Source: an optimization exercise on an open RTL-to-GDS flow (aim: small area, a short achievable clock period and few clock cycles per item). Production flows keep margins and buffers that such runs may drop. In this exercise RTL edits were held to simulation tests only and were not proved equivalent to the original.

alpha:
==> flow/design.v (excerpt) <==
module asconTop (
    input  logic                         clk,
    input  logic                         rst,
    input  logic                         start,
    input  logic                         hasAd,
    input  logic                         enc,
    input  logic [128-1:0]   key,
    input  logic [128-1:0]   nonce,
    input  logic [64-1:0]  adBlock,
    input  logic [4-1:0]   adLen,
    input  logic [64-1:0]  textBlock,
    input  logic [4-1:0]   textLen,
    output logic                         read,
    output logic [64-1:0]  outBlock,
    output logic                         outValid,
    output logic [128-1:0]   tag,
    output logic                         tagValid
);
Size: ~540 flip-flops, ~0.039 mm² of cells after synthesis.
==> flow/config.mk <==
export PLATFORM = sky130hd
export DESIGN_NAME = asconTop
export DESIGN_NICKNAME = asconTop
export VERILOG_FILES = /design/flow/design.v
export SDC_FILE = /design/flow/constraint.sdc
export NUM_CORES = 4
export LEC_CHECK = 0
export CAP_MARGIN = 20
export CORE_MARGIN = 2
export CORE_UTILIZATION = 40
export SETUP_SLACK_MARGIN = 5
export SLEW_MARGIN = 20
==> flow/constraint.sdc <==
create_clock -name core_clock -period 8.0 [get_ports {clk}]
set_input_delay 1.6000 -clock core_clock [delete_from_list [all_inputs] [get_ports {clk}]]
set_output_delay 1.6000 -clock core_clock [all_outputs]
set_load 0.01 [all_outputs]
standard.sh (not shown) runs the stock make flow with config.mk's settings and CLKGATE_MAP_FILE= SYNTH_SCRIPT=/design/flow/synth_recipe.tcl, a recipe that flattens the netlist after the stock synthesis.
==> flow/flow/run.sh <==
#!/bin/bash
# Standard ORFS layout, with plain buf_1 cells as the port buffers instead of
# the delay cells buffer_ports picks by default, a clock tree with larger
# sink clusters and no dummy loads..
set -euo pipefail
export BUFFER_PORTS_ARGS="-buffer_cell sky130_fd_sc_hd__buf_1"
export CTS_ARGS="-sink_clustering_enable -repair_clock_nets -dont_use_dummy_load -sink_clustering_size 20 -sink_clustering_max_diameter 80"
bash standard.sh > standard.log 2>&1
Testbench counts of alpha, summed over its fixed seeds: cycles 17,560, blocks 1,860.
Modified inputs, beta compared to alpha
- CORE_UTILIZATION changed from 40 to 60
- Diff alpha -> beta: instance count on the critical path picked up an extra 6.
- Against alpha as the reference, beta delivers a lower placeable core region.
For gamma, these inputs were changed with respect to beta:
- clearing SETUP_SLACK_MARGIN, which used to be 5
- swapping 60 for 40 in CORE_UTILIZATION
diff --git a/flow/flow/run.sh b/flow/flow/run.sh
--- a/flow/flow/run.sh
+++ b/flow/flow/run.sh
@@ -3,3 +3,3 @@
 # the delay cells buffer_ports picks by default, a clock tree with larger
-# sink clusters and no dummy loads..
+# sink clusters and no dummy loads, and timing repair aiming below the period.
 set -euo pipefail
@@ -7,2 +7,3 @@
 export CTS_ARGS="-sink_clustering_enable -repair_clock_nets -dont_use_dummy_load -sink_clustering_size 20 -sink_clustering_max_diameter 80"
+export SETUP_SLACK_MARGIN=5.35
 bash standard.sh > standard.log 2>&1
Results
In the metrics for gamma and beta, the one carrying the higher share of the cycle needed by the critical path after routing is beta.
Taking beta as the reference point, the top fanout value on the critical path of gamma falls by 2.
Worst setup path category: reg -> reg -> beta, reg -> out -> gamma
gamma vs. beta: total standard cell area after synthesis ~0 delta, worst clock skew on the final layout went up, final weighted congestion in routability-driven placement has remained practically unchanged.
[gamma] net count reported at finish rose 164 relative to beta
gamma has more setup slack than beta.
Global routing usage summed across all routing layers (lower): gamma
Post-CTS setup buffer count: gamma > beta

---

exp/nickel:
The RTL this note starts from:
==> flow/design.v <==
`timescale 1ns/1ps
module asconRound (
    input  logic [320-1:0] stateIn,
    input  logic [3:0]                   roundIdx,
    output logic [320-1:0] stateOut
);
    logic [64-1:0] x0, x1, x2, x3, x4;
    logic [64-1:0] t0, t1, t2, t3, t4;
    logic [64-1:0] y0, y1, y2, y3, y4;
    logic [7:0]                  rc;
    assign rc = {~roundIdx, roundIdx};
    always_comb begin
        x0 = stateIn[(320-1-64*(0)) -: 64];
        x1 = stateIn[(320-1-64*(1)) -: 64];
        x2 = stateIn[(320-1-64*(2)) -: 64];
        x3 = stateIn[(320-1-64*(3)) -: 64];
        x4 = stateIn[(320-1-64*(4)) -: 64];
        x2[7:0] = x2[7:0] ^ rc;
        x0 = x0 ^ x4;
        x4 = x4 ^ x3;
        x2 = x2 ^ x1;
        t0 = ~x0 & x1;
        t1 = ~x1 & x2;
        t2 = ~x2 & x3;
        t3 = ~x3 & x4;
        t4 = ~x4 & x0;
        x0 = x0 ^ t1;
        x1 = x1 ^ t2;
        x2 = x2 ^ t3;
        x3 = x3 ^ t4;
        x4 = x4 ^ t0;
        x1 = x1 ^ x0;
        x0 = x0 ^ x4;
        x3 = x3 ^ x2;
        x2 = ~x2;
        y0 = x0 ^ {x0[18:0], x0[63:19]} ^ {x0[27:0], x0[63:28]};
        y1 = x1 ^ {x1[60:0], x1[63:61]} ^ {x1[38:0], x1[63:39]};
        y2 = x2 ^ {x2[0:0],  x2[63:1]}  ^ {x2[5:0],  x2[63:6]};
        y3 = x3 ^ {x3[9:0],  x3[63:10]} ^ {x3[16:0], x3[63:17]};
        y4 = x4 ^ {x4[6:0],  x4[63:7]}  ^ {x4[40:0], x4[63:41]};
    end
    assign stateOut = {y0, y1, y2, y3, y4};
endmodule
`timescale 1ns/1ps
module asconPermutation #(
    parameter int roundsPerCycle = 1
) (
    input  logic [320-1:0] stateIn,
    input  logic [3:0]                   roundIdx,
    output logic [320-1:0] stateOut
);
    logic [320-1:0] chain [0:roundsPerCycle];
    assign chain[0] = stateIn;
    for (genvar g = 0; g < roundsPerCycle; g++) begin : g_round
        asconRound u_round (
            .stateIn (chain[g]),
            .roundIdx(roundIdx | 4'(g)),
            .stateOut(chain[g+1])
        );
    end
    assign stateOut = chain[roundsPerCycle];
endmodule
`timescale 1ns/1ps
module asconPadding (
    input  logic [64-1:0] block,
    input  logic [4-1:0]  len,
    output logic [64-1:0] padded,
    output logic [8-1:0] byteMask
);
    always_comb begin
        for (int b = 0; b < 8; b++) begin
            byteMask[8-1-b] = (b < len);
            if (b < len) begin
                padded[64-1-8*b -: 8] = block[64-1-8*b -: 8];
            end else if (b == len) begin
                padded[64-1-8*b -: 8] = 8'h80;
            end else begin
                padded[64-1-8*b -: 8] = 8'h00;
            end
        end
    end
endmodule
`timescale 1ns/1ps
module asconController (
    input  logic       clk,
    input  logic       rst,
    input  logic       start,
    input  logic       hasAd,
    input  logic       enc,
    input  logic       dLast,       
    output logic       idle,
    output logic [3:0] roundIdx,
    output logic       adMode,      
    output logic       injText,     
    output logic       injAny,      
    output logic       injDec,      
    output logic       injKey34,    
    output logic       injDs,       
    output logic       read,
    output logic       outValid,
    output logic       tagValid
);
    localparam int R = 1;
    localparam logic [3:0] lastIdx = 4'(12 - R);
    localparam logic [3:0] preIdx  = 4'(12 - 2 * R);
    localparam logic [3:0] shortRunStart = 12 - 6;
    localparam logic [2:0] phIdle  = 3'd0;
    localparam logic [2:0] phInit  = 3'd1;
    localparam logic [2:0] phAd    = 3'd2;
    localparam logic [2:0] phText  = 3'd3;
    localparam logic [2:0] phFinal = 3'd4;
    localparam logic [2:0] phTag   = 3'd5;
    logic [2:0] phase;
    logic       isLast;
    logic       isPre;
    logic       absorbing;
    assign idle      = (phase == phIdle);
    assign isLast    = (roundIdx == lastIdx);
    assign isPre     = (roundIdx == preIdx);
    assign absorbing = (phase == phInit) || (phase == phAd) || (phase == phText);
    always_ff @(posedge clk or posedge rst) begin
        if (rst) begin
            phase    <= phIdle;
            roundIdx <= 4'd0;
            adMode   <= 1'b0;
            injText  <= 1'b0;
            injAny   <= 1'b0;
            injDec   <= 1'b0;
            injKey34 <= 1'b0;
            injDs    <= 1'b0;
            read     <= 1'b0;
            outValid <= 1'b0;
            tagValid <= 1'b0;
        end else begin
            injText  <= absorbing && isPre && !adMode;
            injAny   <= absorbing && isPre;
            injDec   <= absorbing && isPre && !adMode && !enc;
            injDs    <= ((phase == phInit) || (phase == phAd)) && isPre && !adMode;
            injKey34 <= ((phase == phInit) || (phase == phFinal)) && isPre;
            read     <= (absorbing && isPre && adMode) || injText;
            outValid <= injText;
            tagValid <= (phase == phFinal) && isLast;
            roundIdx <= roundIdx + 4'(R);
            case (phase)
                phIdle: begin
                    roundIdx <= 4'd0;
                    if (start) begin
                        phase  <= phInit;
                        adMode <= hasAd;
                    end
                end
                phInit, phAd, phText: begin
                    if (isLast) begin
                        roundIdx <= shortRunStart;
                        if (adMode) begin
                            phase  <= phAd;
                            adMode <= !dLast;
                        end else if (dLast) begin
                            phase    <= phFinal;
                            roundIdx <= 4'd0;
                        end else begin
                            phase <= phText;
                        end
                    end
                end
                phFinal: begin
                    if (isLast) begin
                        phase <= phTag;
                    end
                end
                default: begin
                    phase <= phIdle;
                end
            endcase
        end
    end
endmodule
`timescale 1ns/1ps
module asconTop (
    input  logic                         clk,
    input  logic                         rst,
    input  logic                         start,
    input  logic                         hasAd,
    input  logic                         enc,
    input  logic [128-1:0]   key,
    input  logic [128-1:0]   nonce,
    input  logic [64-1:0]  adBlock,
    input  logic [4-1:0]   adLen,
    input  logic [64-1:0]  textBlock,
    input  logic [4-1:0]   textLen,
    output logic                         read,
    output logic [64-1:0]  outBlock,
    output logic                         outValid,
    output logic [128-1:0]   tag,
    output logic                         tagValid
);
    logic                         idle;
    logic [3:0]                   roundIdx;
    logic                         adMode;
    logic                         injText;
    logic                         injAny;
    logic                         injDec;
    logic                         injKey34;
    logic                         injDs;
    logic [320-1:0] stateReg;
    logic [320-1:0] permOut;
    logic [128-1:0]   keyReg;
    logic [64-1:0]  selBlock;
    logic [4-1:0]   selLen;
    logic [8-1:0] lenBytes;
    logic [8-1:0] dBytes;    
    logic [8-1:0] padBytes;  
    logic [8-1:0] injBytes;
    logic [8-1:0] injPads;
    logic [8-1:0] decBytes;
    logic                         dLast;     
    logic [64-1:0]  outReg;
    logic [64-1:0]  mask64;
    logic [64-1:0]  keep0;
    logic [64-1:0]  inj0;
    logic [128-1:0]   inj12;
    logic [128-1:0]   inj34;
    logic [320-1:0] nextState;
    logic [64-1:0]  y0;
    asconController u_controller (
        .clk     (clk),
        .rst     (rst),
        .start   (start),
        .hasAd   (hasAd),
        .enc     (enc),
        .dLast   (dLast),
        .idle    (idle),
        .roundIdx(roundIdx),
        .adMode  (adMode),
        .injText (injText),
        .injAny  (injAny),
        .injDec  (injDec),
        .injKey34(injKey34),
        .injDs   (injDs),
        .read    (read),
        .outValid(outValid),
        .tagValid(tagValid)
    );
    asconPermutation #(
        .roundsPerCycle(1)
    ) u_permutation (
        .stateIn (stateReg),
        .roundIdx(roundIdx),
        .stateOut(permOut)
    );
    assign selBlock = adMode ? adBlock : textBlock;
    assign selLen   = adMode ? adLen : textLen;
    always_comb begin
        for (int b = 0; b < 8; b++) begin
            lenBytes[8-1-b] = (b < selLen);
        end
    end
    always_ff @(posedge clk) begin
        dBytes <= lenBytes;
    end
    assign padBytes = {1'b1, dBytes[8-1:1]} & ~dBytes;
    assign dLast    = !dBytes[0];
    assign injBytes = dBytes & {8{injAny}};
    assign injPads  = padBytes & {8{injAny}};
    assign decBytes = dBytes & {8{injDec}};
    for (genvar b = 0; b < 8; b++) begin : g_pad
        assign inj0[8*b +: 8]   = (selBlock[8*b +: 8] & {8{injBytes[b]}}) | {injPads[b], 7'd0};
        assign mask64[8*b +: 8] = {8{injBytes[b]}};
        assign keep0[8*b +: 8]  = {8{!decBytes[b]}};
    end
    assign inj12 = (injText && dLast) ? keyReg : '0;
    assign inj34 = (injKey34 ? keyReg : '0) ^ {127'd0, injDs};
    assign y0 = permOut[(320-1-64*(0)) -: 64];
    always_comb begin
        nextState = permOut ^ {inj0, inj12, inj34};
        nextState[(320-1-64*(0)) -: 64] = (y0 & keep0) ^ inj0;
        if (idle) begin
            nextState = {64'h80400c0600000000, key, nonce};
        end
    end
    always_ff @(posedge clk) begin
        stateReg <= nextState;
        outReg   <= (y0 ^ inj0) & mask64;
        if (idle) begin
            keyReg <= key;
        end
    end
    assign outBlock = outReg;
    assign tag      = stateReg[128-1:0];
endmodule
Settings: LEC_CHECK=0, CAP_MARGIN=20, CORE_MARGIN=2, CORE_UTILIZATION=40, SLEW_MARGIN=45; clock period 8.0 ns.
==> flow/flow/run.sh <==
#!/bin/bash
# Standard ORFS layout, with plain buf_1 cells as the port buffers instead of
# the delay cells buffer_ports picks by default, a clock tree with larger
# sink clusters and no dummy loads, and timing repair aiming below the period.
set -euo pipefail
export BUFFER_PORTS_ARGS="-buffer_cell sky130_fd_sc_hd__buf_1"
export CTS_ARGS="-sink_clustering_enable -repair_clock_nets -dont_use_dummy_load -sink_clustering_size 20 -sink_clustering_max_diameter 80"
export SETUP_SLACK_MARGIN=5.2
bash standard.sh > standard.log 2>&1
Looking at the reports, exp/nickel completed the entire flow and the layout it produced met the timing, DRC and antenna checks.
Testbench counts of exp/nickel, summed over its fixed seeds: cycles 17,560, blocks 1,860.
Changes in exp/zinc relative to exp/nickel:
Settings: SLEW_MARGIN changed from 45 to 35.
Notes after the runs:
The master of the slowest instance on the critical path comes out xnor2_1 in one run and xor2_1 in the other, namely in exp/zinc and exp/nickel respectively.
exp/zinc vs. exp/nickel: multi-input gate share of the layout cell area went down by 0.48 points.
Diff exp/nickel..exp/zinc | clock-pin transition on the worst setup and hold timing paths | negligible
There was hardly any difference in total wire length after detailed routing between exp/zinc and exp/nickel.
Sequential share of layout area delta for exp/zinc relative to exp/nickel: 0.37 points higher
Relative to exp/zinc, the following input files were edited for exp/onyx:
Settings: a change of SLEW_MARGIN from 35 to 40; an added ABC_AREA of 1.
## What came out
Worst hold margin delta (exp/onyx − exp/zinc): unfavourable. exp/zinc has higher xor/xnor cell area share of the yosys netlist than exp/onyx. exp/zinc → exp/onyx: number of enable-type register cells in the synthesized netlist stayed essentially flat; sequential portion of the cell area went down by 4.1 points. Summary of exp/onyx over exp/zinc: cell area went up; number of ordinary and repair buffers in the finished layout went up; post-route non-filler standard cell count went up; post-route clock period utilization did not really move.
The following lists how exp/umber was set up differently from exp/onyx:
Settings: ABC_AREA no longer set, was 1.
-- flow/flow/run.sh --
<<< exp/onyx, line 6
export BUFFER_PORTS_ARGS="-buffer_cell sky130_fd_sc_hd__buf_1"
export CTS_ARGS="-sink_clustering_enable -repair_clock_nets -dont_use_dummy_load -sink_clustering_size 20 -sink_clustering_max_diameter 80"
export SETUP_SLACK_MARGIN=5.2
>>> exp/umber, line 6
export BUFFER_PORTS_ARGS="-buffer_cell sky130_fd_sc_hd__buf_1"
export SETUP_SLACK_MARGIN=5.2
--- outcome ---
- Leading cell type in the layout, fill and taps excluded: xnor2_1 -> exp/umber, nand2_1 -> exp/onyx
- Of the two values seen for endpoint of the most critical setup path, stateReg[56] was produced by exp/umber and stateReg[76] by exp/onyx.
- For the number of non-clock buffers in the layout, exp/umber came in 25 lower than exp/onyx did.
- Higher sequential cell area share was reported by exp/umber, not exp/onyx.
- exp/umber vs exp/onyx: number of nets produced by synthesis down by more than a quarter
- ~same arrival time at the worst endpoint in exp/umber and exp/onyx

==> separate check: timing with driven ports <==
The results above use ideal ports. As a check the final layouts listed here were re-extracted and re-timed, cells and wires unchanged. Step 1 sets driving cells, clkbuf_16 on the clock port and buf_2 on the other inputs (assumed; they add their load-dependent delay and slew). Step 2 adds t to the input delays and takes it off the output delays; t is the mean of the earliest and latest rising clock arrival at the registers after step 1. Input paths then give back, and output paths get back, about the clock's delay inside the block. Three values: ideal ports, drivers, drivers and shift; two values: the first two.
run | shift t [ns] | slack for setup (ns) | hold WS [ns] | worst setup path at the end | worst register clock-pin slew, ns
alpha | 0.675 | 4.982 / 4.911 / 4.997 | 0.564 / 0.564 / 0.564 | register to register | 0.10 / 0.10
beta | 0.651 | 4.890 / 4.890 / 4.890 | 0.504 / 0.504 / 0.504 | register to register | 0.10 / 0.10
gamma | 0.680 | 5.210 / 5.135 / 5.202 | 0.648 / 0.648 / 0.648 | input to register | 0.09 / 0.09
exp/nickel | 0.664 | 5.183 / 5.126 / 5.093 | 0.580 / 0.580 / 0.580 | input to register | 0.09 / 0.09
exp/zinc | 0.669 | 5.172 / 5.128 / 5.068 | 0.575 / 0.575 / 0.575 | input to register | 0.10 / 0.10
exp/onyx | 0.720 | 5.165 / 5.132 / 4.927 | 0.497 / 0.497 / 0.497 | input to register | 0.09 / 0.09
exp/umber | 0.712 | 5.176 / 5.127 / 5.107 | 0.576 / 0.576 / 0.576 | input to register | 0.07 / 0.07
After both steps every run listed still meets setup and hold. For exp/onyx, which loses most, drivers alone change the setup slack by -0.033 ns; drivers and shift together by -0.238 ns.
